This design comes from an exercise in tuning for small area, a short achievable clock period and few clock cycles per item on the open sky130 flow, not from production work.
Where RTL was checked, it was by simulation tests only, not by an equivalence proof against the original.
The RTL of run 6 was laid out without a check of its function.

==> flow/design.v (outline; a module is shown in full before it is edited, if it fits) <==
// module fp_mul_rr_sched: 220 lines
// module mul24: 2270 lines
// module bsel: 4 lines
// module bneg: 3 lines
// module fa3: 3 lines
// module bkadd48: 318 lines
// module shr26: 442 lines
// module mxi: 3 lines
module fp_mul_rr_sched #(
  parameter int NEXP  = 8,
  parameter int NSIG  = 23,
  parameter int NREQ  = 4,
  parameter int IDW   = $clog2(NREQ),
  parameter int NFLAG = 6
) (
  input  logic                           clk,
  input  logic                           rst_n,
  input  logic [NREQ-1:0]                req_valid,
  output logic [NREQ-1:0]                req_ready,
  input  logic [NREQ*(NEXP+NSIG+1)-1:0]  req_a,
  input  logic [NREQ*(NEXP+NSIG+1)-1:0]  req_b,
  input  logic [NREQ*3-1:0]              req_rnd,
  output logic                           rsp_valid,
  input  logic                           rsp_ready,
  output logic [NEXP+NSIG:0]             rsp_p,
  output logic [NFLAG-1:0]               rsp_flags,
  output logic [IDW-1:0]                 rsp_id,
  output logic                           busy
);
  // ...
==> flow/flow/run.sh <==
#!/bin/bash
# Standard ORFS layout (the standard.sh), with plain buffers on the ports
# instead of the delay cells buffer_ports picks by default, and with timing
# repair asked to keep a setup margin, so that it works on the paths that set
# the achieved period rather than stopping once the 18 ns clock is met.
set -euo pipefail
export BUFFER_PORTS_ARGS="-buffer_cell sky130_fd_sc_hd__buf_1"
export SETUP_SLACK_MARGIN=10.6
bash standard.sh finish > standard_flow.log 2>&1
==> flow/standard.sh <==
#!/bin/bash
# synth_recipe.tcl (not shown) runs the flow's synth.tcl, then flattens the netlist and writes it again
# the make line also repeats each setting of config.mk as NAME=value (left out here)
make -C /OpenROAD-flow-scripts/flow DESIGN_CONFIG=/design/flow/config.mk WORK_HOME=/design/flow/orfs CLKGATE_MAP_FILE= SYNTH_SCRIPT=/design/flow/synth_recipe.tcl "${@:-finish}"
==> flow/config.mk <==
export PLATFORM = sky130hd
export DESIGN_NAME = fp_mul_rr_sched
export DESIGN_NICKNAME = fp_mul_rr_sched
export VERILOG_FILES = /design/flow/design.v
export SDC_FILE = /design/flow/constraint.sdc
export NUM_CORES = 4
export LEC_CHECK = 0
export CAP_MARGIN = 20
export CORE_MARGIN = 2
export CORE_UTILIZATION = 40
export SLEW_MARGIN = 20
export SYNTH_HIERARCHICAL = 1
==> flow/constraint.sdc <==
create_clock -name core_clock -period 18.0 [get_ports {clk}]
set_input_delay 3.6000 -clock core_clock [delete_from_list [all_inputs] [get_ports {clk}]]
set_output_delay 3.6000 -clock core_clock [all_outputs]
set_load 0.01 [all_outputs]
==> Flow_metrics.wiki, run 1 <==
{| class="wikitable"
! Metric !! Value
|-
| Crit path depth || 5
|-
| Non-filler cells in the finished layout || 3707
|-
| Required @ worst endpoint || between 10 and 15 ns
|-
| CTS-repair resized insts || 32
|-
| Predominant post-synthesis flop cell || sky130_fd_sc_hd__edfxtp_1
|-
| Global-route layer with the greatest usage || met2
|-
| Met1 track demand over resource || 35.9%
|-
| Buffers inserted by post-CTS timing repair || 1
|-
| Sink Count || 190
|-
| Buffers from clock root to sink, at most || 2
|-
| Total CTS buffers || 17
|-
| Compound-gate portion of the synthesized area || approximately a quarter
|-
| Met2 wire len || about 41 mm
|-
| Status || complete, no violations
|-
| Slack of the worst reg-to-reg path || 10.84 ns
|-
| Setup repair after global routing missed its margin || yes
|-
| Synthesized area divided by synthesized cell count || roughly 9.5 um2
|-
| Share of async-settable or async-resettable flops after synthesis || ~5.8%
|-
| Maximum number of pins on one net before global-route repair || 73
|-
| Max-slew violation count || 0
|-
| Sequential cell area || between 4000 and 5000 um2
|-
| Element type at the critical path end || output port
|-
| Crit path buffers/inverters || 2
|-
| Most common cell after layout, fill and taps aside || sky130_fd_sc_hd__o22ai_1
|-
| Minimum hold slack || between 0.4 and 0.5 ns
|-
| Multi-input combinational cell count || around 2200
|-
| Num ports || about 320
|-
| Invs w/o clock || about 130
|-
| Total routing resource utilization after global routing || around 27%
|-
| Startpoint Class || input pin
|-
| Summed area of non-filler cells in the final layout || approximately 28000 um2
|-
| Number of warning messages in the yosys log || 9
|-
| Seq cells post-synth || 190
|-
| Post-synthesis xor/xnor area fraction || approximately an eighth
|-
| Number of sequential storage elements || 190
|-
| Wire length on met1 || around 36 mm
|}
Testbench counts, summed over its fixed seeds: cycles 14,682, items 12,800.
==> run 2: changes to the inputs <==
--- a/flow/flow/run.sh
+++ b/flow/flow/run.sh
@@ -6,4 +6,5 @@
 set -euo pipefail
 export BUFFER_PORTS_ARGS="-buffer_cell sky130_fd_sc_hd__buf_1"
-export SETUP_SLACK_MARGIN=10.6
+export SETUP_SLACK_MARGIN=10
+export RECOVER_POWER=100
 bash standard.sh finish > standard_flow.log 2>&1
==> run 2 against run 1 <==
Now fails the layout checks on capacitance limit, slew limit. Core utilization fell by 0.51 points. Register-to-register slack got worse by 2.7 ns. Via count rose by 0.51%.
==> Flow_metrics.wiki, run 2 <==
{| class="wikitable"
! Metric !! Value
|-
| Most numerous cell in the Yosys netlist || sky130_fd_sc_hd__o22ai_1
|-
| Number of enable-type register cells in the synthesized netlist || 106
|-
| Worst min path class || flip-flop to flip-flop
|-
| Predominant post-synthesis flop cell || sky130_fd_sc_hd__edfxtp_1
|-
| Net total in the final layout || around 3600
|-
| Worst endpoint data arrival time || a little over 10 ns
|-
| Fraction of final layout cells sized beyond drive strength 1 || 5.07%
|-
| Pin slew with the least headroom to its limit || 3.99 ns
|-
| Worst rel slew slack || -166%
|-
| Reg clk slew, reported paths || roughly 0.090 ns
|-
| Sequential-to-total area share from yosys stat || 20.2%
|-
| Share of async-settable or async-resettable flops after synthesis || 5.79% (unchanged)
|-
| Post-layout util || between 40% and 50%
|-
| Seq cells post-synth || 190 (unchanged)
|-
| Maximum number of pins on one net before global-route repair || 73 (unchanged)
|-
| Clock root buffer || sky130_fd_sc_hd__clkbuf_16
|-
| Total CTS buffers || 17 (unchanged)
|-
| Share of the synthesized area in the top cell type || 23.9%
|-
| Sink Count || 190 (unchanged)
|-
| FF-to-FF End || s2P[45]$_DFFE_PN_
|-
| First-pass GRT wire length || around 130 mm
|-
| Startpoint Class || flip-flop
|-
| Die Area || 62800 um2
|-
| Post-synthesis simple-gate area fraction || between 10% and 20%
|-
| Worst hold stages || 0
|-
| Register ranked first by flip-flop count || s2P
|-
| Count of input and output buffers || 320
|-
| Antenna-violating nets left || 0
|-
| Final Critical Period || about 9.8 ns
|-
| Classification of the worst setup path || flip-flop to flip-flop
|-
| # DRC || 0
|-
| Final routed wire length divided by cell count || 24.0 um
|-
| Clock skew after layout || around 0.02 ns
|-
| Number of detailed-route iterations in the first pass || 6
|-
| Fillcell total || slightly below 6000
|-
| Area Overhead vs Synth || 12.4%
|-
| Drt total wl || 88.9 mm
|-
| Most common cell after layout, fill and taps aside || sky130_fd_sc_hd__o22ai_1
|-
| Layout check fault list || capacitance limit, slew limit
|-
| Top library cells by usage in the layout, fill and taps aside || 591 x sky130_fd_sc_hd__o22ai_1, 310 x sky130_fd_sc_hd__buf_1, 299 x sky130_fd_sc_hd__xor2_1
|-
| Number of hold-slack violations in the final timing report || 0
|-
| Dpl hpwl || around 66 mm
|-
| Standard cell core area || around 60000 um2
|-
| Critical hold path startpoint || s1Id[0]$_SDFF_PP1_
|-
| Element type at the critical path end || flip-flop
|-
| H-Tree Level Count || 4
|-
| Number of setup violations in the final report || 0
|-
| Largest family of logic cells by synthesized area || adder cells
|-
| Total routing resource utilization after global routing || 27.8% (+0.31 points)
|-
| DRC marker count from the first detailed-route iteration || between 2000 and 3000
|-
| Required @ worst endpoint || 18.25 ns (+3.85 ns)
|-
| Setup repair after global routing missed its margin || yes
|-
| Post-synthesis xor/xnor area fraction || 13.2% (unchanged)
|-
| Status || complete, but fails checks
|-
| Number of warning messages in the yosys log || 9 (unchanged)
|-
| Placer congestion estimate || 0.990
|-
| Initial core utilization || about two fifths
|-
| Width of the chip || 251 um
|-
| Top cells by instance count after synthesis || 591 x sky130_fd_sc_hd__o22ai_1, 299 x sky130_fd_sc_hd__xor2_1, 290 x sky130_fd_sc_hd__fa_1
|-
| Antenna violations before repair || 6
|-
| Slack of the worst reg-to-reg path || 8.18 ns (-2.66 ns)
|-
| Compound-gate portion of the synthesized area || 23.3% (unchanged)
|-
| Adder and majority gate portion of the synthesized area || roughly 28%
|-
| TritonCTS clock tree || built
|-
| Worst reg-to-reg path cell count || 19
|-
| Cell row count || 90
|-
| Reported max-cap violation count || 5
|-
| Num ports || 321 (unchanged)
|-
| Critical register-to-register path startpoint || s1B[1]$_DFF_P_
|-
| Max-slew violation count || 257 (+257)
|-
| Count of mapped cells out of synthesis || ~2600
|-
| Final period utilization || 54.6%
|-
| Vias post-DR || between 20000 and 25000
|-
| Synthesized area divided by synthesized cell count || 9.50 um2 (unchanged)
|-
| Flip-flop count of the largest register after layout || 48
|-
| Synth area leaders || sky130_fd_sc_hd__fa_1 24%, sky130_fd_sc_hd__o22ai_1 15%, sky130_fd_sc_hd__edfxtp_1 13%
|-
| Number of distinct library cells after synthesis || 98
|-
| Grt ovf || 0
|-
| Final total negative setup slack || 0 ns
|-
| Hold Crit Endpoint || s2Id[0]$_DFFE_PN_
|-
| Buffers from clock root to sink, at most || 2 (unchanged)
|-
| Post-synthesis mux area share || less than 1%
|-
| Largest area contributor in the netlist || sky130_fd_sc_hd__fa_1
|-
| Via count of the first global-routing pass || 23300
|-
| Clock insertion delay at the later pin of the skew report || approximately 0.5 ns
|-
| Post-synth design cell area || roughly 24000 um2
|-
| Max Fclk || between 100 and 150 MHz
|-
| Vertical die dimension || 251 um
|-
| Top fanout value on the critical path || 34
|-
| Number of buffers inserted by hold repair at cts || 0
|-
| Vias per Instance || 6.29
|}
run 2: cell counts after synthesis:
Identical to the previous run, type by type.
run 2: Yosys stat by module (local to each module, per instance), excerpt:
module           area (um2)  flops+latches  copies in the design  cells
mxi                    6.26              0                   301      1
fa3                    20.0              0                   264      1
shr26                   494              0                     1     76
bkadd48                2040              0                     1    234
bsel                   6.26              0                   276      1
fp_mul_rr_sched        9260            190                     1    929
run 2: final cells by class:
| cell class | count | area (um2) | share of cell area [%] |
|---|---|---|---|
| well taps | 782 | 978 | 3.58 |
| inverters | 131 | 495 | 1.81 |
| multi-input cells | 2188 | 18600 | 67.9 |
| flip-flops and latches | 190 | 4940 | 18.1 |
| repair buffers | 376 | 1710 | 6.24 |
| clock inverters | 15 | 214 | 0.782 |
| diodes | 3 | 7.51 | 0.0275 |
| clock buffers | 17 | 425 | 1.56 |
run 2: cells by family after synthesis:
family                     count (synthesis)
AOI/OAI and AO/OA                        889
xor gates and xnor gates                 365
adders and majority gates                378
buffers and inverters                    183
DFF                                      190
muxes                                     10
other                                      2
and+or+nand+nor                          543
run 2: critical path, stage by stage (launching register included):
cell	delay [ns]
sky130_fd_sc_hd__dfxtp_1	0.32
sky130_fd_sc_hd__clkbuf_1	1.74
sky130_fd_sc_hd__nand2_1	1.32
sky130_fd_sc_hd__o22ai_1	0.47
sky130_fd_sc_hd__xor2_1	0.15
sky130_fd_sc_hd__fa_1	0.57
sky130_fd_sc_hd__fa_1	0.54
sky130_fd_sc_hd__fa_1	0.46
sky130_fd_sc_hd__fa_1	0.54
sky130_fd_sc_hd__fa_1	0.43
sky130_fd_sc_hd__ha_1	0.33
sky130_fd_sc_hd__a21oi_1	0.23
sky130_fd_sc_hd__o21ai_0	0.14
sky130_fd_sc_hd__a221oi_1	0.74
sky130_fd_sc_hd__nand3_1	0.24
sky130_fd_sc_hd__a2bb2oi_1	0.33
sky130_fd_sc_hd__nor3_1	0.12
sky130_fd_sc_hd__or3_1	0.34
sky130_fd_sc_hd__fa_1	0.38
sky130_fd_sc_hd__xor2_1	0.17
run 2: layer usage:
metal,vias up,part of all wire (%),GRT usage [%]
met5,-,0.015,0
met4,2,5.1,13.6
met3,279,9.3,6.48
met2,1430,46,44.6
met1,11300,39,35.2
li1,10300,-,-
run 2: through the flow:
stage	area (um2)	worst slack [ns]	hold WS, ns	cells
after floorplan	24300	10.27	0.386	2561
after global placement	26600	9.95	0.388	3660
after detailed placement	26600	9.88	0.389	3661
after CTS	27300	10.00	0.409	3693
after global routing	27300	7.91	0.418	3701
final	27300	8.18	0.410	3702
run 2: worst max path at each step:
stage                         startpoint                end  slack [ns]  cells past startpoint
final                     s1B[1]$_DFF_P_  s2P[45]$_DFFE_PN_        8.18                     19
after floorplan             req_valid[1]       req_ready[0]       10.27                      3
after detailed placement    req_valid[1]       req_ready[2]        9.88                      5
after CTS                 s1B[0]$_DFF_P_  s2P[45]$_DFFE_PN_       10.00                     19
after global routing      s1B[1]$_DFF_P_  s2P[45]$_DFFE_PN_        7.91                     19
after global placement      req_valid[1]       req_ready[0]        9.95                      5
run 2: repair_timing:
action,in CTS,in global routing
buffers inserted,0,1
setup endpoints to repair,7,18
resized for setup,15,14
endpoints found under the hold margin,0,0
pin swaps,6,4
==> run 3: changes to the inputs <==
--- a/flow/flow/run.sh
+++ b/flow/flow/run.sh
@@ -7,4 +7,3 @@
 export BUFFER_PORTS_ARGS="-buffer_cell sky130_fd_sc_hd__buf_1"
 export SETUP_SLACK_MARGIN=10
-export RECOVER_POWER=100
 bash standard.sh finish > standard_flow.log 2>&1
==> run 3 against run 2 <==
The run now finishes clean. Maximum frequency increased by 23%. Worst setup slack better by 1.9 ns. Critical path depth decreased by 14. Sequential cell count is the same. Critical endpoint is now req_ready[1].
==> Flow_metrics.wiki, run 3 <==
{| class="wikitable"
! Metric !! Value
|-
| Top fanout value on the critical path || 5 (-85%)
|-
| Drt total wl || 88.7 mm (-0.22%)
|-
| Number of setup violations in the final report || 0 (unchanged)
|-
| Setup repair after global routing missed its margin || yes
|-
| Critical hold path startpoint || s1Id[0]$_SDFF_PP1_
|-
| Initial core utilization || 40.4% (unchanged)
|-
| Number of buffers inserted by hold repair at cts || 0 (unchanged)
|-
| Buffers from clock root to sink, at most || 2 (unchanged)
|-
| Worst reg-to-reg path cell count || 22 (+3)
|-
| Clock skew after layout || 0.0209 ns (+0.000896 ns)
|-
| Synthesized area divided by synthesized cell count || 9.50 um2 (unchanged)
|-
| Most numerous cell in the Yosys netlist || sky130_fd_sc_hd__o22ai_1
|-
| TritonCTS clock tree || built
|-
| Worst path slowest cell || sky130_fd_sc_hd__o211ai_1
|-
| Required @ worst endpoint || 14.40 ns (-3.85 ns)
|-
| Area Overhead vs Synth || 12.9%
|-
| Final Critical Period || 7.97 ns (-1.85 ns)
|-
| Via count of the first global-routing pass || 23300 (unchanged)
|-
| Element type at the critical path end || output port
|-
| Minimum hold slack || 0.410 ns (+0.000354 ns)
|-
| Antenna violations before repair || 6 (unchanged)
|-
| Vias per Instance || 6.25 (-0.62%)
|-
| Sequential-to-total area share from yosys stat || 20.2% (unchanged)
|-
| Most common cell after layout, fill and taps aside || sky130_fd_sc_hd__o22ai_1
|-
| Max Fclk || 125 MHz (+23%)
|-
| Grt ovf || 0 (unchanged)
|-
| Classification of the worst setup path || input pin to output port
|-
| Worst rel slew slack || 15.9% (+180 points)
|-
| Share of the synthesized area in the top cell type || 23.9% (unchanged)
|-
| Largest area contributor in the netlist || sky130_fd_sc_hd__fa_1
|-
| Number of enable-type register cells in the synthesized netlist || 106 (unchanged)
|-
| Worst Setup EP || req_ready[1]
|-
| Number of distinct library cells after synthesis || 98 (unchanged)
|-
| Number of detailed-route iterations in the first pass || 6 (unchanged)
|-
| Top library cells by usage in the layout, fill and taps aside || 591 x sky130_fd_sc_hd__o22ai_1, 311 x sky130_fd_sc_hd__buf_1, 299 x sky130_fd_sc_hd__xor2_1
|-
| Pin slew with the least headroom to its limit || 1.26 ns (-2.73 ns)
|-
| Final total negative setup slack || 0 ns (unchanged)
|-
| Cell row count || 90 (unchanged)
|-
| Cell breakdown of the critical path || buf_8 > a22oi_2 > o211ai_1 > nor2_1 > buf_2
|-
| Antenna-violating nets left || 0 (unchanged)
|-
| Worst min path class || flip-flop to flip-flop
|-
| Count of input and output buffers || 320 (unchanged)
|-
| Slowest cell delay on critical path || 0.22 ns (-1.52 ns)
|-
| Reg clk slew, reported paths || 0.08 ns (about the same)
|-
| Maximum number of pins on one net before global-route repair || 73 (unchanged)
|-
| Status || complete, no violations
|-
| Number of hold-slack violations in the final timing report || 0 (unchanged)
|-
| Vias post-DR || 23100 (-0.65%)
|-
| Placer congestion estimate || 0.990 (unchanged)
|-
| Share of async-settable or async-resettable flops after synthesis || 5.79% (unchanged)
|-
| Sink Count || 190 (unchanged)
|-
| Clock insertion delay at the later pin of the skew report || 0.50 ns (about the same)
|-
| Slack of the worst reg-to-reg path || 10.36 ns (+2.18 ns)
|-
| # DRC || 0 (unchanged)
|-
| Sequential cell area || 4940 um2 (about the same)
|-
| Critical register-to-register path startpoint || s1B[17]$_DFF_P_
|-
| Width of the chip || 251 um (unchanged)
|-
| Dpl hpwl || 65.6 mm (unchanged)
|-
| Final routed wire length divided by cell count || 24.0 um (-0.19%)
|-
| Fraction of final layout cells sized beyond drive strength 1 || 6.07% (+0.99 points)
|-
| Number of warning messages in the yosys log || 9 (unchanged)
|-
| Total routing resource utilization after global routing || 27.8% (unchanged)
|-
| Predominant post-synthesis flop cell || sky130_fd_sc_hd__edfxtp_1
|-
| Top cells by instance count after synthesis || 591 x sky130_fd_sc_hd__o22ai_1, 299 x sky130_fd_sc_hd__xor2_1, 290 x sky130_fd_sc_hd__fa_1
|-
| Max-slew violation count || 0 (-100%)
|-
| Reported max-cap violation count || 0 (-5)
|-
| Seq cells post-synth || 190 (unchanged)
|-
| Register ranked first by flip-flop count || s2P
|-
| Count of mapped cells out of synthesis || 2560 (unchanged)
|-
| Fillcell total || 5752 (-0.42%)
|-
| Vertical die dimension || 251 um (unchanged)
|-
| Net total in the final layout || 3556 (unchanged)
|-
| Num ports || 321 (unchanged)
|-
| Standard cell core area || 60200 um2 (unchanged)
|-
| Flip-flop count of the largest register after layout || 48 (unchanged)
|-
| Launching element of the worst setup path || req_valid[1]
|-
| H-Tree Level Count || 4 (unchanged)
|-
| Synth area leaders || sky130_fd_sc_hd__fa_1 24%, sky130_fd_sc_hd__o22ai_1 15%, sky130_fd_sc_hd__edfxtp_1 13%
|-
| First-pass GRT wire length || 135 mm (unchanged)
|-
| Worst endpoint data arrival time || 4.37 ns (-5.71 ns)
|-
| Total CTS buffers || 17 (unchanged)
|-
| FF-to-FF End || s2P[45]$_DFFE_PN_
|-
| Clock root buffer || sky130_fd_sc_hd__clkbuf_16
|-
| Startpoint Class || input pin
|-
| Area of the multi-input gates || 18700 um2 (+0.44%)
|-
| PnR worst setup slack || 10.03 ns (+1.85 ns)
|-
| Die Area || 62800 um2 (unchanged)
|-
| DRC marker count from the first detailed-route iteration || 2437 (-2.5%)
|-
| Pre-CTS WS || 9.88 ns (unchanged)
|-
| Final period utilization || 44.3% (-10 points)
|-
| Post-synth design cell area || 24300 um2 (unchanged)
|}
## run 3: cell counts after synthesis
No cell type changed its count.
## run 3: logic make-up after synthesis
logic type / count (synthesis) / share of synthesized area [%]
simple gates: 543 / 11.1
compound gates: 889 / 23.3
buf+inv: 183 / 3.32
fa+ha+maj: 378 / 28.4
flops: 190 / 20.2
other cells: 2 / 0.0309
xor+xnor: 365 / 13.2
mux: 10 / 0.427
## run 3: final cells by class
class	instances	share of cell area, %
clock buffer	17	1.55
inverter	131	1.80
clock inverter	15	0.779
timing repair buffer	376	6.36
antenna	2	0.0182
multi-input combinational	2188	67.9
sequential	190	18.0
tap	782	3.56
## run 3: modules after synthesis, one instance, submodules excluded
module	times used	cell area (um2)	cells	flip-flops and latches
bneg	276	8.76	1	0
bkadd48	1	2040	234	0
fa3	264	20.0	1	0
mxi	301	6.26	1	0
shr26	1	494	76	0
bsel	276	6.26	1	0
mul24	1	1210	204	0
fp_mul_rr_sched	1	9260	929	190
## run 3: timing repair
item	CTS	global route
setup endpoints to repair	7	18
gates resized for setup	15	14
pin swaps	6	4
setup buffers	0	1
## run 3: per-layer routing
layer / wire length, um / vias to the layer above / track usage [%]
li1: - / 10300 / -
met1: 35300 / 11200 / 35.2
met2: 40800 / 1392 / 44.6
met3: 8160 / 243 / 6.48
met4: 4410 / 2 / 13.6
met5: 13 / - / 0
## run 3: metrics by stage
step	area [um2]	std cells	util [%]
after floorplan	24300	2561	-
final	27500	3701	45.6
after global placement	26600	3660	44.1
after detailed placement	26600	3661	44.2
after global routing	27500	3701	45.6
after CTS	27300	3693	45.3
## run 3: worst min path at each step
stage                             end  slack [ns]  cells after the start
floorplan           s2Id[0]$_DFFE_PN_        0.39                      0
global placement    s2Id[1]$_DFFE_PN_        0.39                      0
detailed placement  s2Id[0]$_DFFE_PN_        0.39                      0
CTS                 s2Id[0]$_DFFE_PN_        0.41                      0
global route        s2Id[0]$_DFFE_PN_        0.42                      0
finish              s2Id[0]$_DFFE_PN_        0.41                      0
## run 3: worst max-delay path, delay by kind of cell
family	cells	cell delay, ns
buffers and inverters	2	0.25
AOI/OAI and AO/OA	2	0.36
and+or+nand+nor	1	0.16
==> run 4: changes to the inputs <==
--- a/flow/config.mk
+++ b/flow/config.mk
@@ -8,5 +8,5 @@
 export CAP_MARGIN = 20
 export CORE_MARGIN = 2
-export CORE_UTILIZATION = 40
+export CORE_UTILIZATION = 70
 export SLEW_MARGIN = 20
 export SYNTH_HIERARCHICAL = 1
==> run 4 against run 3 <==
Worst hold slack barely moved. Final cell count decreased by 8.8%. Via count grew 7.1%. Largest cell class unchanged. Non-clock buffer count is 1 lower.
==> Flow_metrics.wiki, run 4 <==
{| class="wikitable"
! Metric !! Value
|-
| Status || complete, no violations
|-
| Share of async-settable or async-resettable flops after synthesis || 5.79% (unchanged)
|-
| Seq cells post-synth || 190 (unchanged)
|-
| First-pass GRT wire length || 131 mm (-3.0%)
|-
| Total CTS buffers || 17 (unchanged)
|-
| Maximum number of pins on one net before global-route repair || 73 (unchanged)
|-
| Sink Count || 190 (unchanged)
|-
| Number of hold-slack violations in the final timing report || 0 (unchanged)
|-
| Hold Crit Endpoint || s2Id[1]$_DFFE_PN_
|-
| DRC marker count from the first detailed-route iteration || 4122 (+69%)
|-
| Register ranked first by flip-flop count || s2P
|-
| Num ports || 321 (unchanged)
|-
| Element type at the critical path end || output port
|-
| Post-synth design cell area || 24300 um2 (unchanged)
|-
| Drt total wl || 84.9 mm (-4.3%)
|-
| Area Overhead vs Synth || 10.9%
|-
| Max Fclk || 126 MHz (+0.15%)
|-
| Critical register-to-register path startpoint || s1B[1]$_DFF_P_
|-
| Worst rel slew slack || 14.9% (-1.1 points)
|-
| Pin slew with the least headroom to its limit || 1.28 ns (+0.0158 ns)
|-
| Post-synthesis mux area share || 0.427% (unchanged)
|-
| Grt ovf || 0 (unchanged)
|-
| Predominant post-synthesis flop cell || sky130_fd_sc_hd__edfxtp_1
|-
| Max-slew violation count || 0 (unchanged)
|-
| Number of detailed-route iterations in the first pass || 14 (+8)
|-
| Minimum hold slack || 0.410 ns (-0.000169 ns)
|-
| Initial core utilization || 70.7% (+30 points)
|-
| Compound-gate portion of the synthesized area || 23.3% (unchanged)
|-
| Width of the chip || 190 um (-24%)
|-
| Cell row count || 68 (-24%)
|-
| Share of the synthesized area in the top cell type || 23.9% (unchanged)
|-
| FF-to-FF End || s2P[45]$_DFFE_PN_
|-
| Net total in the final layout || 3555 (-0.028%)
|-
| Total routing resource utilization after global routing || 46.8% (+19 points)
|-
| Critical hold path startpoint || s1Id[1]$_SDFF_PP1_
|-
| Worst min path class || flip-flop to flip-flop
|-
| Slack of the worst reg-to-reg path || 10.26 ns (-0.10 ns)
|-
| Count of mapped cells out of synthesis || 2560 (unchanged)
|-
| Synth area leaders || sky130_fd_sc_hd__fa_1 24%, sky130_fd_sc_hd__o22ai_1 15%, sky130_fd_sc_hd__edfxtp_1 13%
|-
| Synthesized area divided by synthesized cell count || 9.50 um2 (unchanged)
|-
| Antenna-violating nets left || 0 (unchanged)
|-
| Most common cell after layout, fill and taps aside || sky130_fd_sc_hd__o22ai_1
|-
| Sequential-to-total area share from yosys stat || 20.2% (unchanged)
|-
| Top library cells by usage in the layout, fill and taps aside || 591 x sky130_fd_sc_hd__o22ai_1, 312 x sky130_fd_sc_hd__buf_1, 299 x sky130_fd_sc_hd__xor2_1
|-
| Number of setup violations in the final report || 0 (unchanged)
|-
| Reported max-cap violation count || 0 (unchanged)
|-
| TritonCTS clock tree || built
|-
| Reg clk slew, reported paths || 0.08 ns (about the same)
|-
| H-Tree Level Count || 4 (unchanged)
|-
| Largest family of logic cells by synthesized area || adder cells
|-
| Required @ worst endpoint || 14.40 ns (about the same)
|-
| Area post-placement || 26200 um2 (-1.7%)
|-
| Worst hold stages || 0 (unchanged)
|-
| Post-synthesis simple-gate area fraction || 11.1% (unchanged)
|-
| Clock root buffer || sky130_fd_sc_hd__clkbuf_16
|-
| Die Area || 36200 um2 (-42%)
|-
| Post-synthesis xor/xnor area fraction || 13.2% (unchanged)
|-
| Vias per Instance || 7.34 (+18%)
|-
| Post-layout util || 78.4% (+33 points)
|-
| Count of input and output buffers || 320 (unchanged)
|-
| Clock skew after layout || 0.0227 ns (+0.00181 ns)
|-
| Classification of the worst setup path || input pin to output port
|-
| Standard cell core area || 34400 um2 (-43%)
|-
| Largest area contributor in the netlist || sky130_fd_sc_hd__fa_1
|-
| Flip-flop count of the largest register after layout || 48 (unchanged)
|-
| Worst endpoint data arrival time || 4.36 ns (about the same)
|-
| Final period utilization || 44.2% (-0.068 points)
|-
| Buffers from clock root to sink, at most || 2 (unchanged)
|-
| # DRC || 0 (unchanged)
|-
| Final total negative setup slack || 0 ns (unchanged)
|-
| Vertical die dimension || 190 um (-24%)
|-
| Clock insertion delay at the later pin of the skew report || 0.47 ns (-0.03 ns)
|-
| Most numerous cell in the Yosys netlist || sky130_fd_sc_hd__o22ai_1
|-
| Via count of the first global-routing pass || 24500 (+5.2%)
|-
| Number of enable-type register cells in the synthesized netlist || 106 (unchanged)
|-
| Number of warning messages in the yosys log || 9 (unchanged)
|-
| Fraction of final layout cells sized beyond drive strength 1 || 5.86% (-0.20 points)
|-
| Placer congestion estimate || 0.997 (+0.70%)
|-
| Worst reg-to-reg path cell count || 19 (-14%)
|-
| Final Critical Period || 7.96 ns (-0.0122 ns)
|-
| Number of distinct library cells after synthesis || 98 (unchanged)
|-
| Setup repair after global routing missed its margin || yes
|-
| Startpoint Class || input pin
|-
| Antenna violations before repair || 5 (-1)
|-
| Top fanout value on the critical path || 5 (unchanged)
|-
| Top cells by instance count after synthesis || 591 x sky130_fd_sc_hd__o22ai_1, 299 x sky130_fd_sc_hd__xor2_1, 290 x sky130_fd_sc_hd__fa_1
|-
| Vias post-DR || 24800 (+7.1%)
|-
| Final routed wire length divided by cell count || 25.2 um (+5.0%)
|-
| Dpl hpwl || 59.7 mm (-9.1%)
|-
| Adder and majority gate portion of the synthesized area || 28.4% (unchanged)
|-
| Summed area of non-filler cells in the final layout || 27000 um2 (-1.8%)
|}
-- run 4: kinds of logic (layout without fill, tap and decap cells) --
kind of cell,Yosys count,after routing
AO/OA/AOI/OAI,889,889
XOR/XNOR,365,365
adder cells (fa/ha/maj),378,378
buffers and inverters,183,538
flip-flops,190,190
multiplexers,10,10
other,2,6
AND/OR/NAND/NOR,543,543
-- run 4: layout make-up --
| cell class | instances | area, um2 |
|---|---|---|
| multi-input cells | 2188 | 18600 |
| fillers | 2228 | 7410 |
| repair buffers | 375 | 1680 |
| well taps | 455 | 569 |
| clock buffers | 17 | 425 |
| inverters | 131 | 493 |
| diodes | 3 | 7.51 |
| clock inverters | 15 | 221 |
| flip-flops and latches | 190 | 4940 |
-- run 4: worst max-delay path, cell delays in order --
cell and delay [ns]:
sky130_fd_sc_hd__buf_8 0.10, sky130_fd_sc_hd__a22oi_2 0.17, sky130_fd_sc_hd__o211ai_1 0.20, sky130_fd_sc_hd__nor2_1 0.14, sky130_fd_sc_hd__buf_2 0.14
-- run 4: worst max path at each step --
stage	slack, ns	cells after the start	endpoint	start
after floorplan	10.27	3	req_ready[0]	req_valid[1]
after global placement	9.96	5	req_ready[3]	req_valid[1]
after detailed placement	9.90	5	req_ready[2]	req_valid[3]
after CTS	10.00	5	req_ready[1]	req_valid[1]
after global routing	9.99	5	req_ready[0]	req_valid[0]
final	10.04	5	req_ready[0]	req_valid[0]
-- run 4: metal layers --
metal | part of all wire (%) | global-route usage, % | routed length, um
met1 | 35 | 57.9 | 29600
met2 | 44 | 71.2 | 37600
met3 | 14 | 16.2 | 11800
met4 | 7.0 | 27.3 | 5930
met5 | 0.040 | 0 | 34
-- run 4: Yosys stat by module, one instance, submodules excluded --
module | area, um2 | flops+latches | cells
fp_mul_rr_sched | 9260 | 190 | 929
bkadd48 | 2040 | 0 | 234
mul24 | 1210 | 0 | 204
bneg | 8.76 | 0 | 1
fa3 | 20.0 | 0 | 1
bsel | 6.26 | 0 | 1
shr26 | 494 | 0 | 76
mxi | 6.26 | 0 | 1
-- run 4: timing repair --
item,CTS,global route
hold buffers,0,0
setup endpoints to repair,4,10
setup buffers,0,2
gates resized for setup,8,15
pin swaps,6,4
-- run 4: through the flow --
stage / cells / setup WS, ns
floorplan: 2561 / 10.27
global placement: 3332 / 9.96
detailed placement: 3332 / 9.90
CTS: 3364 / 10.00
global route: 3372 / 9.99
finish: 3374 / 10.04
==> run 5: changes to the inputs <==
--- a/flow/config.mk
+++ b/flow/config.mk
@@ -8,5 +8,5 @@
 export CAP_MARGIN = 20
 export CORE_MARGIN = 2
-export CORE_UTILIZATION = 70
+export CORE_UTILIZATION = 60
 export SLEW_MARGIN = 20
 export SYNTH_HIERARCHICAL = 1
==> run 5 against run 4 <==
Area after synthesis unchanged. Worst setup slack got worse by 0.019 ns. Largest cell class unchanged. Register-to-register slack improved by 0.07 ns. Final cell count rose by 1.9%. Global-route usage is 7.6 points lower. Die area is 16% higher. Via count decreased by 4.7%. Synthesized cell count did not move. Clock-buffer cell count unchanged. Maximum frequency fell by 0.24%. Critical endpoint is now req_ready[1].
==> Flow_metrics.wiki, run 5 <==
{| class="wikitable"
! Metric !! Value
|-
| Number of hold-slack violations in the final timing report || 0 (unchanged)
|-
| Final total negative setup slack || 0 ns (unchanged)
|-
| Final period utilization || 44.3% (+0.11 points)
|-
| Worst reg-to-reg path cell count || 22 (+3)
|-
| First-pass GRT wire length || 127 mm (-2.5%)
|-
| Max-slew violation count || 0 (unchanged)
|-
| H-Tree Level Count || 4 (unchanged)
|-
| Fillcell total || 3226 (+45%)
|-
| Startpoint Class || input pin
|-
| Clock insertion delay at the later pin of the skew report || 0.48 ns (about the same)
|-
| Placer congestion estimate || 0.937 (-6.0%)
|-
| Setup repair after global routing missed its margin || yes
|-
| Top cells by instance count after synthesis || 591 x sky130_fd_sc_hd__o22ai_1, 299 x sky130_fd_sc_hd__xor2_1, 290 x sky130_fd_sc_hd__fa_1
|-
| Net total in the final layout || 3548 (-0.20%)
|-
| Final Critical Period || 7.98 ns (+0.0193 ns)
|-
| Count of mapped cells out of synthesis || 2560 (unchanged)
|-
| Crit path buffers/inverters || 2 (unchanged)
|-
| Cell breakdown of the critical path || buf_6 > a22oi_2 > o211ai_1 > nor2_1 > buf_2
|-
| Highest layer used for signal routing || met5
|-
| Initial core utilization || 60.9% (-9.8 points)
|-
| TritonCTS clock tree || built
|-
| Total routing resource utilization after global routing || 39.2% (-7.6 points)
|-
| Seq cells post-synth || 190 (unchanged)
|-
| Final routed wire length divided by cell count || 24.0 um (-4.6%)
|-
| Synthesized area divided by synthesized cell count || 9.50 um2 (unchanged)
|-
| Drt total wl || 82.6 mm (-2.7%)
|-
| Clock root buffer || sky130_fd_sc_hd__clkbuf_16
|-
| # DRC || 0 (unchanged)
|-
| Pin slew with the least headroom to its limit || 1.24 ns (-0.0364 ns)
|-
| Required @ worst endpoint || 14.40 ns (about the same)
|-
| Antenna-violating nets left || 0 (unchanged)
|-
| Num ports || 321 (unchanged)
|-
| Total CTS buffers || 17 (unchanged)
|-
| DRC marker count from the first detailed-route iteration || 2892 (-30%)
|-
| # placed instances || 3400 (+2.0%)
|-
| Met3 WL post-DR || 8.83 mm (-25%)
|-
| Vertical die dimension || 205 um (+7.8%)
|-
| Crit path depth || 5 (unchanged)
|-
| Worst path slowest cell || sky130_fd_sc_hd__o211ai_1
|-
| Number of setup violations in the final report || 0 (unchanged)
|-
| Classification of the worst setup path || input pin to output port
|-
| Sequential-to-total area share from yosys stat || 20.2% (unchanged)
|-
| Flip-flop count of the largest register after layout || 48 (unchanged)
|-
| Number of warning messages in the yosys log || 9 (unchanged)
|-
| Synth area leaders || sky130_fd_sc_hd__fa_1 24%, sky130_fd_sc_hd__o22ai_1 15%, sky130_fd_sc_hd__edfxtp_1 13%
|-
| Top library cells by usage in the layout, fill and taps aside || 591 x sky130_fd_sc_hd__o22ai_1, 312 x sky130_fd_sc_hd__buf_1, 299 x sky130_fd_sc_hd__xor2_1
|-
| Fraction of final layout cells sized beyond drive strength 1 || 5.74% (-0.12 points)
|-
| Predominant post-synthesis flop cell || sky130_fd_sc_hd__edfxtp_1
|-
| Worst min path class || flip-flop to flip-flop
|-
| Worst endpoint data arrival time || 4.38 ns (+0.02 ns)
|-
| Vias post-DR || 23600 (-4.7%)
|-
| Status || complete, no violations
|-
| Top fanout value on the critical path || 6 (+1)
|-
| Number of detailed-route iterations in the first pass || 7 (-7)
|-
| Pre-CTS WS || 9.87 ns (-0.0312 ns)
|-
| Grt ovf || 0 (unchanged)
|-
| Most common cell after layout, fill and taps aside || sky130_fd_sc_hd__o22ai_1
|-
| Share of the synthesized area in the top cell type || 23.9% (unchanged)
|-
| Element type at the critical path end || output port
|-
| Most numerous cell in the Yosys netlist || sky130_fd_sc_hd__o22ai_1
|-
| Cell row count || 73 (+7.4%)
|-
| Worst rel slew slack || 17.3% (+2.4 points)
|-
| Number of enable-type register cells in the synthesized netlist || 106 (unchanged)
|-
| Max Fclk || 125 MHz (-0.24%)
|-
| Antenna violations before repair || 5 (unchanged)
|-
| Dpl hpwl || 60.5 mm (+1.4%)
|-
| Post-layout util || 67.6% (-11 points)
|-
| Number of distinct library cells after synthesis || 98 (unchanged)
|-
| Non-filler cells in the finished layout || 3439 (+1.9%)
|-
| Sink Count || 190 (unchanged)
|-
| Wire length on met1 || 31.1 mm (+5.0%)
|-
| Number of buffers inserted by hold repair at cts || 0 (unchanged)
|-
| Met2 wire len || 38.2 mm (+1.6%)
|-
| Count of input and output buffers || 320 (unchanged)
|-
| Cell type group with the largest total delay on the critical path || compound AO/OA/AOI/OAI gates
|-
| Area Overhead vs Synth || 11.0%
|-
| Die Area || 42200 um2 (+16%)
|-
| Slowest cell delay on critical path || 0.20 ns (about the same)
|-
| Width of the chip || 205 um (+7.8%)
|-
| Worst hold stages || 0 (unchanged)
|-
| Post-synth design cell area || 24300 um2 (unchanged)
|-
| Maximum number of pins on one net before global-route repair || 73 (unchanged)
|-
| Reg clk slew, reported paths || 0.09 ns (about the same)
|-
| Clock skew after layout || 0.0202 ns (-0.00254 ns)
|-
| Buffers from clock root to sink, at most || 2 (unchanged)
|-
| Register ranked first by flip-flop count || s2P
|-
| Reported max-cap violation count || 0 (unchanged)
|-
| Via count of the first global-routing pass || 23400 (-4.4%)
|-
| Standard cell core area || 39900 um2 (+16%)
|-
| PnR worst setup slack || 10.02 ns (-0.0193 ns)
|-
| Minimum hold slack || 0.416 ns (+0.00579 ns)
|-
| Largest area contributor in the netlist || sky130_fd_sc_hd__fa_1
|-
| Vias per Instance || 6.86 (-6.5%)
|-
| Share of async-settable or async-resettable flops after synthesis || 5.79% (unchanged)
|}
run 5: cell counts after synthesis:
No cell type changed its count.
run 5: area by class of cell:
type	instances	area, um2	share of cell area (%)
multi-input combinational	2188	18600	69.1
sequential	190	4940	18.3
timing repair buffer	368	1600	5.91
tap	525	657	2.43
inverter	131	493	1.83
clock buffer	17	425	1.58
clock inverter	15	224	0.830
antenna	5	12.5	0.0464
run 5: cell families (layout without fill, tap and decap cells):
group                    after synthesis  after routing  synth area share [%]
AO/OA/AOI/OAI                        889            889                  23.3
AND/OR/NAND/NOR                      543            543                  11.1
adder cells (fa/ha/maj)              378            378                  28.4
XOR/XNOR                             365            365                  13.2
flip-flops                           190            190                  20.2
buffers and inverters                183            531                  3.32
multiplexers                          10             10                 0.427
other                                  2              8                0.0309
run 5: repair_timing:
| action | 4_1_cts | 5_1_grt |
|---|---|---|
| buffers inserted | 1 | 1 |
| hold endpoints to repair | 0 | 0 |
| gates resized for setup | 10 | 15 |
| pin swaps | 6 | 6 |
| endpoints found under the setup margin | 4 | 9 |
run 5: path summary, 6_finish.rpt:
| kind | endpoint | from | slack (ns) |
|---|---|---|---|
| max reg2reg | s2P[45]$_DFFE_PN_ | s1B[11]$_DFF_P_ | 10.33 |
| max in group asynchronous | ptrOh[0]$_DFF_PN0_ | rst_n | 14.40 |
| max | req_ready[1] | req_valid[1] | 10.02 |
| min reg2reg | s2Id[1]$_DFFE_PN_ | s1Id[1]$_SDFF_PP1_ | 0.42 |
| min in group asynchronous | rsp_valid$_DFF_PN0_ | rst_n | 3.14 |
| min | s2Id[1]$_DFFE_PN_ | s1Id[1]$_SDFF_PP1_ | 0.42 |
run 5: routing by layer:
layer / track usage, % / vias up
met2: 62.5 / 1643
met3: 10.1 / 364
met5: 0 / -
met1: 49.4 / 11300
met4: 20.1 / 4
li1: - / 10300
run 5: per-stage QoR:
step                      cell area, um2
after floorplan                    24300
after global placement             26300
after detailed placement           26300
after CTS                          26900
after global routing               27000
final                              27000
run 5: per-module statistics from Yosys (local to each module, per instance):
module,cells,flip-flops and latches,copies in the design,cell area [um2]
mul24,204,0,1,1210
bsel,1,0,276,6.26
bkadd48,234,0,1,2040
fp_mul_rr_sched,929,190,1,9260
bneg,1,0,276,8.76
shr26,76,0,1,494
fa3,1,0,264,20.0
mxi,1,0,301,6.26
==> module fp_mul_rr_sched, before the edit <==
module fp_mul_rr_sched #(
  parameter int NEXP  = 8,
  parameter int NSIG  = 23,
  parameter int NREQ  = 4,
  parameter int IDW   = $clog2(NREQ),
  parameter int NFLAG = 6
) (
  input  logic                           clk,
  input  logic                           rst_n,
  input  logic [NREQ-1:0]                req_valid,
  output logic [NREQ-1:0]                req_ready,
  input  logic [NREQ*(NEXP+NSIG+1)-1:0]  req_a,
  input  logic [NREQ*(NEXP+NSIG+1)-1:0]  req_b,
  input  logic [NREQ*3-1:0]              req_rnd,
  output logic                           rsp_valid,
  input  logic                           rsp_ready,
  output logic [NEXP+NSIG:0]             rsp_p,
  output logic [NFLAG-1:0]               rsp_flags,
  output logic [IDW-1:0]                 rsp_id,
  output logic                           busy
);
  localparam int W = NEXP + NSIG + 1;
  logic            v2, adv2, adv3, take, room;
  logic [IDW-1:0]  s1Id, predIdx;
  logic [NREQ-1:0] ptrOh, s1Oh, choiceOh, nextOh, predOh, ptrNext;
  logic [NREQ-1:0] s1Mask, predMask;
  logic            go;
  assign adv3 = !rsp_valid || rsp_ready;
  assign adv2 = !v2 || adv3;
  assign busy = v2 || rsp_valid;
  function automatic logic [NREQ-1:0] rr_first(input logic [NREQ-1:0] v,
                                               input logic [NREQ-1:0] startOh);
    logic [NREQ-1:0] r;
    logic            hit, clear;
    for (int i = 0; i < NREQ; i++) begin
      hit = 1'b0;
      for (int gap = 1; gap <= NREQ; gap++) begin
        clear = 1'b1;
        for (int m = 1; m < gap; m++) clear = clear & ~v[(i - m + NREQ) % NREQ];
        hit = hit | (startOh[(i - gap + NREQ) % NREQ] & clear);
      end
      r[i] = v[i] & hit;
    end
    rr_first = r;
  endfunction
  function automatic logic [NREQ-1:0] between(input logic [NREQ-1:0] p,
                                              input logic [NREQ-1:0] q);
    logic [NREQ-1:0] r;
    logic            seenQ;
    for (int j = 0; j < NREQ; j++) begin
      r[j]  = 1'b0;
      seenQ = 1'b0;
      for (int d = 1; d < NREQ; d++) begin
        seenQ = seenQ | q[(j - d + 1 + NREQ) % NREQ];
        r[j]  = r[j] | (p[(j - d + NREQ) % NREQ] & ~seenQ);
      end
    end
    between = r;
  endfunction
  assign go        = room || rsp_ready;
  assign take      = |(req_valid & s1Oh) && !(|(req_valid & s1Mask)) && go;
  always_comb begin
    for (int i = 0; i < NREQ; i++)
      req_ready[i] = s1Oh[i] && req_valid[i] && !(|(req_valid & s1Mask)) && go;
  end
  assign choiceOh  = rr_first(req_valid, ptrOh);
  assign nextOh = rr_first(req_valid & ~s1Oh, s1Oh);
  assign predOh   = take ? nextOh : choiceOh;
  assign ptrNext  = take ? s1Oh : ptrOh;
  assign predMask = between(ptrNext, predOh);
  always_comb begin
    predIdx = '0;
    for (int i = 0; i < NREQ; i++) if (predOh[i]) predIdx = IDW'(i);
  end
  always_ff @(posedge clk or negedge rst_n) begin
    if (!rst_n) begin
      v2        <= 1'b0;
      rsp_valid <= 1'b0;
      ptrOh     <= NREQ'(1) << (NREQ - 1);
      s1Oh      <= '0;
      room      <= 1'b0;
    end else begin
      if (adv2) v2 <= take;
      if (adv3) rsp_valid <= v2;
      ptrOh <= ptrNext;
      s1Oh  <= predOh;
      room  <= !((adv2 ? take : v2) && (adv3 ? v2 : rsp_valid));
    end
  end
  logic [W-1:0]   s1A, s1B;
  logic           s1Rnd, s1HidA, s1HidB;
  logic [W-1:0]   s1In_a, s1In_b;
  logic           s1In_r, s1In_ha, s1In_hb;
  localparam int SW = 2 * W + 3;
  logic [SW-1:0]   selIn [NREQ];
  logic [SW-1:0]   selOut;
  logic [NREQ-1:0] predN;
  assign predN = ~predOh;
  always_comb begin
    for (int i = 0; i < NREQ; i++)
      selIn[i] = {req_a[i*W +: W], req_b[i*W +: W], req_rnd[i*3 +: 3] == 3'b100,
                  |req_a[i*W + NSIG +: NEXP], |req_b[i*W + NSIG +: NEXP]};
  end
  if (NREQ == 4) begin : gSel4
    for (genvar g = 0; g < SW; g++) begin : gBit
      logic h01, h23;
      mxi uLo (.a(selIn[0][g]), .b(selIn[1][g]), .sn(predN[0]), .s(predN[1]), .y(h01));
      mxi uHi (.a(selIn[2][g]), .b(selIn[3][g]), .sn(predN[2]), .s(predN[3]), .y(h23));
      assign selOut[g] = ~(h01 | h23);
    end
  end else begin : gSelN
    always_comb begin
      selOut = '0;
      for (int i = 0; i < NREQ; i++) selOut |= selIn[i] & {SW{predOh[i]}};
    end
  end
  assign {s1In_a, s1In_b, s1In_r, s1In_ha, s1In_hb} = selOut;
  always_ff @(posedge clk) begin
    s1A    <= s1In_a;
    s1B    <= s1In_b;
    s1Rnd  <= s1In_r;
    s1HidA <= s1In_ha;
    s1HidB <= s1In_hb;
    s1Id   <= predIdx;
    s1Mask <= predMask;
  end
  logic [NEXP-1:0] expA, expB;
  logic [NSIG-1:0] fracA, fracB;
  logic            nanA, nanB, infA, infB, zeroA, zeroB, subA, subB;
  logic [47:0]     prod;
  logic [4:0]      lzA, lzB, lzm;
  logic [8:0]      sumE;
  logic signed [10:0] d;
  logic [5:0]      uL, uR;
  assign expA  = s1A[W-2:NSIG];
  assign expB  = s1B[W-2:NSIG];
  assign fracA = s1A[NSIG-1:0];
  assign fracB = s1B[NSIG-1:0];
  assign subA  = ~(|expA);
  assign subB  = ~(|expB);
  assign nanA  = (&expA) & (|fracA);
  assign nanB  = (&expB) & (|fracB);
  assign infA  = (&expA) & ~(|fracA);
  assign infB  = (&expB) & ~(|fracB);
  assign zeroA = subA & ~(|fracA);
  assign zeroB = subB & ~(|fracB);
  mul24 uMul (.a({s1HidA, fracA}), .b({s1HidB, fracB}), .p(prod));
  always_comb begin
    lzA = 5'd24;
    for (int i = 0; i < NSIG; i++) if (fracA[i]) lzA = 5'(NSIG - i);
    if (!subA) lzA = 5'd0;
    lzB = 5'd24;
    for (int i = 0; i < NSIG; i++) if (fracB[i]) lzB = 5'(NSIG - i);
    if (!subB) lzB = 5'd0;
    lzm = lzA | lzB;
    sumE = 9'({expA[7:1], expA[0] | subA}) + 9'({expB[7:1], expB[0] | subB});
    d = 11'(sumE) - 11'sd127 - 11'(lzm);
    uL = 6'd24 - 6'(lzm);
    uR = (sumE < 9'd102) ? 6'd63 : 6'(9'd151 - sumE);
  end
  logic [47:0]    s2P;
  logic [5:0]     s2U;
  logic           s2DGt0;
  logic [7:0]     s2E;
  logic           s2Sgn, s2Rnd, s2Nan, s2Inf, s2Zero, s2Snan;
  logic [IDW-1:0] s2Id;
  always_ff @(posedge clk) begin
    if (adv2) begin
      s2P    <= prod;
      s2U    <= (d >= 0) ? uL : uR;
      s2E    <= (d < 0) ? 8'd0 : (d > 11'sd255) ? 8'd255 : d[7:0];    
      s2DGt0 <= d > 0;
      s2Sgn  <= s1A[W-1] ^ s1B[W-1];
      s2Rnd  <= s1Rnd;
      s2Nan  <= nanA | nanB | (infA & zeroB) | (zeroA & infB);
      s2Inf  <= infA | infB;
      s2Zero <= zeroA | zeroB;
      s2Snan <= (nanA & ~fracA[NSIG-1]) | (nanB & ~fracB[NSIG-1]);
      s2Id   <= s1Id;
    end
  end
  logic [49:0] pExt;
  logic [25:0] q;
  logic        q47, fine, guard, ovf;
  logic [22:0] frac;
  logic [9:0]  e;
  logic [30:0] mag;
  logic [31:0] pOut;
  assign pExt = {s2P, 2'b00};
  shr26 uShr (.x(pExt), .u(s2U), .q(q));
  always_comb begin
    q47   = q[25];
    fine  = s2DGt0 & ~q47;
    frac  = fine ? q[23:1] : q[24:2];
    guard = fine ? q[0] : q[1];
    e     = 10'(s2E) + 10'(q47);    
    ovf   = e > 10'd254;
    mag   = {e[7:0], frac} + 31'(s2Rnd & guard);
    if (s2Nan)                pOut = 32'h7FC00000;
    else if (s2Inf || ovf)    pOut = {s2Sgn, 8'hFF, 23'b0};
    else if (s2Zero)          pOut = {s2Sgn, 31'b0};
    else                      pOut = {s2Sgn, mag};
  end
  logic rSnan;
  always_ff @(posedge clk) begin
    if (adv3) begin
      rsp_p  <= pOut;
      rSnan  <= s2Snan;
      rsp_id <= s2Id;
    end
  end
  logic allOnes, allZero, fracNz;
  always_comb begin
    allOnes = &rsp_p[30:23];
    allZero = ~(|rsp_p[30:23]);
    fracNz  = |rsp_p[22:0];
    rsp_flags = {~allOnes & ~allZero, allZero & fracNz, allZero & ~fracNz,
                 allOnes & ~fracNz, allOnes & fracNz, rSnan};
  end
endmodule
==> run 6: changes to the inputs <==
--- a/flow/design.v
+++ b/flow/design.v
@@ -89,8 +89,8 @@
   end
   logic [W-1:0]   s1A, s1B;
-  logic           s1Rnd, s1HidA, s1HidB;
+  logic           s1Rnd;
   logic [W-1:0]   s1In_a, s1In_b;
-  logic           s1In_r, s1In_ha, s1In_hb;
-  localparam int SW = 2 * W + 3;
+  logic           s1In_r;
+  localparam int SW = 2 * W + 1;
   logic [SW-1:0]   selIn [NREQ];
   logic [SW-1:0]   selOut;
@@ -99,6 +99,5 @@
   always_comb begin
     for (int i = 0; i < NREQ; i++)
-      selIn[i] = {req_a[i*W +: W], req_b[i*W +: W], req_rnd[i*3 +: 3] == 3'b100,
-                  |req_a[i*W + NSIG +: NEXP], |req_b[i*W + NSIG +: NEXP]};
+      selIn[i] = {req_a[i*W +: W], req_b[i*W +: W], req_rnd[i*3 +: 3] == 3'b100};
   end
   if (NREQ == 4) begin : gSel4
@@ -115,11 +114,9 @@
     end
   end
-  assign {s1In_a, s1In_b, s1In_r, s1In_ha, s1In_hb} = selOut;
+  assign {s1In_a, s1In_b, s1In_r} = selOut;
   always_ff @(posedge clk) begin
     s1A    <= s1In_a;
     s1B    <= s1In_b;
     s1Rnd  <= s1In_r;
-    s1HidA <= s1In_ha;
-    s1HidB <= s1In_hb;
     s1Id   <= predIdx;
     s1Mask <= predMask;
@@ -145,5 +142,5 @@
   assign zeroA = subA & ~(|fracA);
   assign zeroB = subB & ~(|fracB);
-  mul24 uMul (.a({s1HidA, fracA}), .b({s1HidB, fracB}), .p(prod));
+  mul24 uMul (.a({~subA, fracA}), .b({~subB, fracB}), .p(prod));
   always_comb begin
     lzA = 5'd24;
==> run 6 against run 5 <==
Final cell count decreased by 0.79%. Largest cell class unchanged. Highest routed layer unchanged. First-iteration DRC count increased by 1.5%. Still clean on timing, DRC and antenna. Worst setup slack got worse by 0.14 ns. Final area decreased by 0.46%. Die area decreased by 1.1%. Clock-buffer cell count unchanged.
==> Flow_metrics.wiki, run 6 <==
{| class="wikitable"
! Metric !! Value
|-
| Most common cell after layout, fill and taps aside || sky130_fd_sc_hd__o22ai_1
|-
| Pin slew with the least headroom to its limit || 1.26 ns (+0.0230 ns)
|-
| Worst hold stages || 0 (unchanged)
|-
| Number of antenna cells inserted || 0 (-5)
|-
| Reported max-cap violation count || 0 (unchanged)
|-
| Net total in the final layout || 3526 (-0.62%)
|-
| Status || complete, no violations
|-
| Final Critical Period || 8.12 ns (+0.140 ns)
|-
| DRC marker count from the first detailed-route iteration || 2934 (+1.5%)
|-
| Summed area of non-filler cells in the final layout || 26900 um2 (-0.46%)
|-
| Classification of the worst setup path || input pin to output port
|-
| Worst rel slew slack || 15.7% (-1.5 points)
|-
| Standard cell core area || 39600 um2 (-0.69%)
|-
| Number of warning messages in the yosys log || 9 (unchanged)
|-
| Flip-flop count of the largest register after layout || 48 (unchanged)
|-
| Initial core utilization || 60.7% (-0.26 points)
|-
| Total routing resource utilization after global routing || 39.8% (+0.58 points)
|-
| Num ports || 321 (unchanged)
|-
| Die Area || 41700 um2 (-1.1%)
|-
| Predominant post-synthesis flop cell || sky130_fd_sc_hd__edfxtp_1
|-
| Required @ worst endpoint || 14.40 ns (about the same)
|-
| Reg clk slew, reported paths || 0.08 ns (about the same)
|-
| Post-synth design cell area || 24000 um2 (-1.1%)
|-
| Final period utilization || 45.1% (+0.78 points)
|-
| Fillcell total || 3288 (+1.9%)
|-
| Top library cells by usage in the layout, fill and taps aside || 577 x sky130_fd_sc_hd__o22ai_1, 314 x sky130_fd_sc_hd__buf_1, 309 x sky130_fd_sc_hd__xor2_1
|-
| Count of input and output buffers || 320 (unchanged)
|-
| Number of distinct library cells after synthesis || 90 (-8.2%)
|-
| Maximum number of pins on one net before global-route repair || 70 (-4.1%)
|-
| Cell row count || 73 (unchanged)
|-
| Max-slew violation count || 0 (unchanged)
|-
| Synthesized area divided by synthesized cell count || 9.52 um2 (+0.22%)
|-
| Worst path slowest cell || sky130_fd_sc_hd__a221o_1
|-
| Vias post-DR || 23300 (-1.3%)
|-
| Area post-placement || 26000 um2 (-0.90%)
|-
| Total CTS buffers || 17 (unchanged)
|-
| Largest area contributor in the netlist || sky130_fd_sc_hd__fa_1
|-
| H-Tree Level Count || 4 (unchanged)
|-
| Clock root buffer || sky130_fd_sc_hd__clkbuf_16
|-
| Startpoint Class || input pin
|-
| Number of detailed-route iterations in the first pass || 10 (+3)
|-
| Sink Count || 188 (-1.1%)
|-
| Non-filler cells in the finished layout || 3412 (-0.79%)
|-
| Dpl hpwl || 59.0 mm (-2.4%)
|-
| Crit path depth || 6 (+1)
|-
| # DRC || 0 (unchanged)
|-
| Share of async-settable or async-resettable flops after synthesis || 5.85% (+0.062 points)
|-
| Setup repair after global routing missed its margin || yes
|-
| Width of the chip || 204 um (-0.54%)
|-
| Worst endpoint data arrival time || 4.52 ns (+0.14 ns)
|-
| Vias per Instance || 6.83 (-0.52%)
|-
| Worst reg-to-reg path cell count || 21 (-4.5%)
|-
| Most numerous cell in the Yosys netlist || sky130_fd_sc_hd__o22ai_1
|-
| Number of buffers inserted by hold repair at cts || 0 (unchanged)
|-
| Final total negative setup slack || 0 ns (unchanged)
|-
| Cell type group with the largest total delay on the critical path || compound AO/OA/AOI/OAI gates
|-
| Count of mapped cells out of synthesis || 2526 (-1.3%)
|-
| Top cells by instance count after synthesis || 577 x sky130_fd_sc_hd__o22ai_1, 309 x sky130_fd_sc_hd__xor2_1, 290 x sky130_fd_sc_hd__fa_1
|-
| Buffers from clock root to sink, at most || 2 (unchanged)
|-
| Cell breakdown of the critical path || buf_8 > a22oi_2 > o21ai_1 > a221o_1 > nor2_1 > buf_2
|-
| Sequential-to-total area share from yosys stat || 20.3% (+0.060 points)
|-
| Share of the synthesized area in the top cell type || 24.1% (+0.27 points)
|-
| Placer congestion estimate || 0.954 (+1.8%)
|-
| Drt total wl || 83.3 mm (+0.92%)
|-
| Fraction of final layout cells sized beyond drive strength 1 || 5.99% (+0.25 points)
|-
| Number of setup violations in the final report || 0 (unchanged)
|-
| Slowest cell delay on critical path || 0.33 ns (+0.13 ns)
|-
| Sequential cell area || 4900 um2 (-0.96%)
|-
| Area of the multi-input gates || 18400 um2 (-1.5%)
|-
| Area Overhead vs Synth || 11.7%
|-
| Antenna-violating nets left || 0 (unchanged)
|-
| Via count of the first global-routing pass || 23100 (-1.6%)
|-
| Register ranked first by flip-flop count || s2P
|-
| First-pass GRT wire length || 127 mm (-0.12%)
|-
| Max Fclk || 123 MHz (-1.7%)
|-
| Final routed wire length divided by cell count || 24.4 um (+1.7%)
|-
| Synth area leaders || sky130_fd_sc_hd__fa_1 24%, sky130_fd_sc_hd__o22ai_1 15%, sky130_fd_sc_hd__edfxtp_1 13%
|-
| Crit path buffers/inverters || 2 (unchanged)
|-
| Top fanout value on the critical path || 5 (-1)
|-
| Seq cells post-synth || 188 (-1.1%)
|-
| Clock skew after layout || 0.0160 ns (-0.00413 ns)
|-
| Grt ovf || 0 (unchanged)
|-
| TritonCTS clock tree || built
|-
| Number of hold-slack violations in the final timing report || 0 (unchanged)
|-
| Element type at the critical path end || output port
|-
| Number of enable-type register cells in the synthesized netlist || 106 (unchanged)
|-
| Worst min path class || flip-flop to flip-flop
|-
| Antenna violations before repair || 2 (-3)
|-
| # placed instances || 3369 (-0.91%)
|-
| Vertical die dimension || 204 um (-0.54%)
|-
| Clock insertion delay at the later pin of the skew report || 0.47 ns (about the same)
|}
[run 6: Yosys stat by module (local to each module, per instance), a selection]
module / flip-flops and latches / cells inside
bkadd48: 0 / 236
bneg: 0 / 1
mxi: 0 / 1
fp_mul_rr_sched: 188 / 897
fa3: 0 / 1
bsel: 0 / 1
[run 6: final timing paths]
| kind | slack [ns] | from | end |
|---|---|---|---|
| min | 0.42 | s1Id[0]$_SDFF_PP1_ | s2Id[0]$_DFFE_PN_ |
| max reg2reg | 10.19 | s1B[24]$_DFF_P_ | s2P[46]$_DFFE_PN_ |
| min in group asynchronous | 3.13 | rst_n | rsp_valid$_DFF_PN0_ |
| max | 9.88 | req_valid[0] | req_ready[1] |
| min reg2reg | 0.42 | s1Id[0]$_SDFF_PP1_ | s2Id[0]$_DFFE_PN_ |
| max in group asynchronous | 14.43 | rst_n | s1Oh[2]$_DFF_PN0_ |
[run 6: metal layers]
layer,up-vias,global-route usage (%),wire length [um]
met5,-,0,21
met2,1667,62.3,37600
met1,11200,51.1,31800
met3,342,12.6,10200
met4,4,16.5,3740
li1,10100,-,-
[run 6: stage by stage]
| stage | hold slack, ns | util (%) | setup slack, ns |
|---|---|---|---|
| after floorplan | 0.386 | - | 10.07 |
| after global placement | 0.389 | 65.6 | 9.73 |
| after detailed placement | 0.402 | 65.6 | 9.71 |
| after CTS | 0.421 | 67.3 | 9.89 |
| after global routing | 0.435 | 67.8 | 9.80 |
| final | 0.421 | 67.8 | 9.88 |
[run 6: final cells by class]
class                      count  area share [%]
clock buffer                  17            1.58
clock inverter                15           0.740
inverter                     133            1.87
multi-input combinational   2146            68.3
sequential                   188            18.2
tap                          525            2.44
timing repair buffer         388            6.80
[run 6: logic make-up (layout without fill, tap and decap cells)]
logic type      after synthesis  count (layout)  synth area share, %
flops                       188             188                 20.3
buf+inv                     193             553                 3.56
fa+ha+maj                   379             379                 28.8
compound gates              879             879                 23.2
xor+xnor                    368             368                 13.4
mux                           6               6                0.255
other cells                   2               3               0.0312
simple gates                511             511                 10.5
[run 6: worst register-to-register path: cells and delay by family, from the launching register on]
family / cells / cell delay, ns
and+or+nand+nor: 7 / 2.49
xor gates and xnor gates: 1 / 0.23
AOI/OAI and AO/OA: 4 / 0.83
buffers and inverters: 2 / 0.53
adders and majority gates: 7 / 3.12
DFF: 1 / 0.35
[run 6: what timing repair did]
action / in CTS / in global routing
pin swaps: 4 / 5
setup buffers: 1 / 6
gates cloned: 0 / 0
endpoints found under the setup margin: 4 / 14
gates resized for setup: 13 / 7

## what the ideal ports hide
The results above use ideal ports. As a check the final layouts listed here were re-extracted and re-timed, cells and wires unchanged.
Step 1: set_driving_cell puts a clkbuf_16 on clk and a buf_2 on each other input, an assumption about the parent block.
Step 2 times the ports against the registers' clock, not the clock port: input delays grow and output delays shrink by t, the midpoint of the rising clock arrivals with the driver on.
Slacks: ideal ports / drivers / drivers and shift; pairs: ideal ports / drivers.
run	t, ns	slack for setup (ns)	worst setup path after step 2
run 1	0.543	10.055 / 10.010 / 10.010	input to output
run 2	0.550	8.175 / 8.175 / 8.175	register to register
run 3	0.552	10.029 / 9.985 / 9.985	input to output
run 4	0.522	10.041 / 9.995 / 9.995	input to output
run 5	0.523	10.021 / 9.980 / 9.980	input to output
run 6	0.517	9.881 / 9.837 / 9.837	input to output
The setup slack of run 4, which loses most, moves by -0.046 ns with the drivers and by -0.046 ns with both steps.
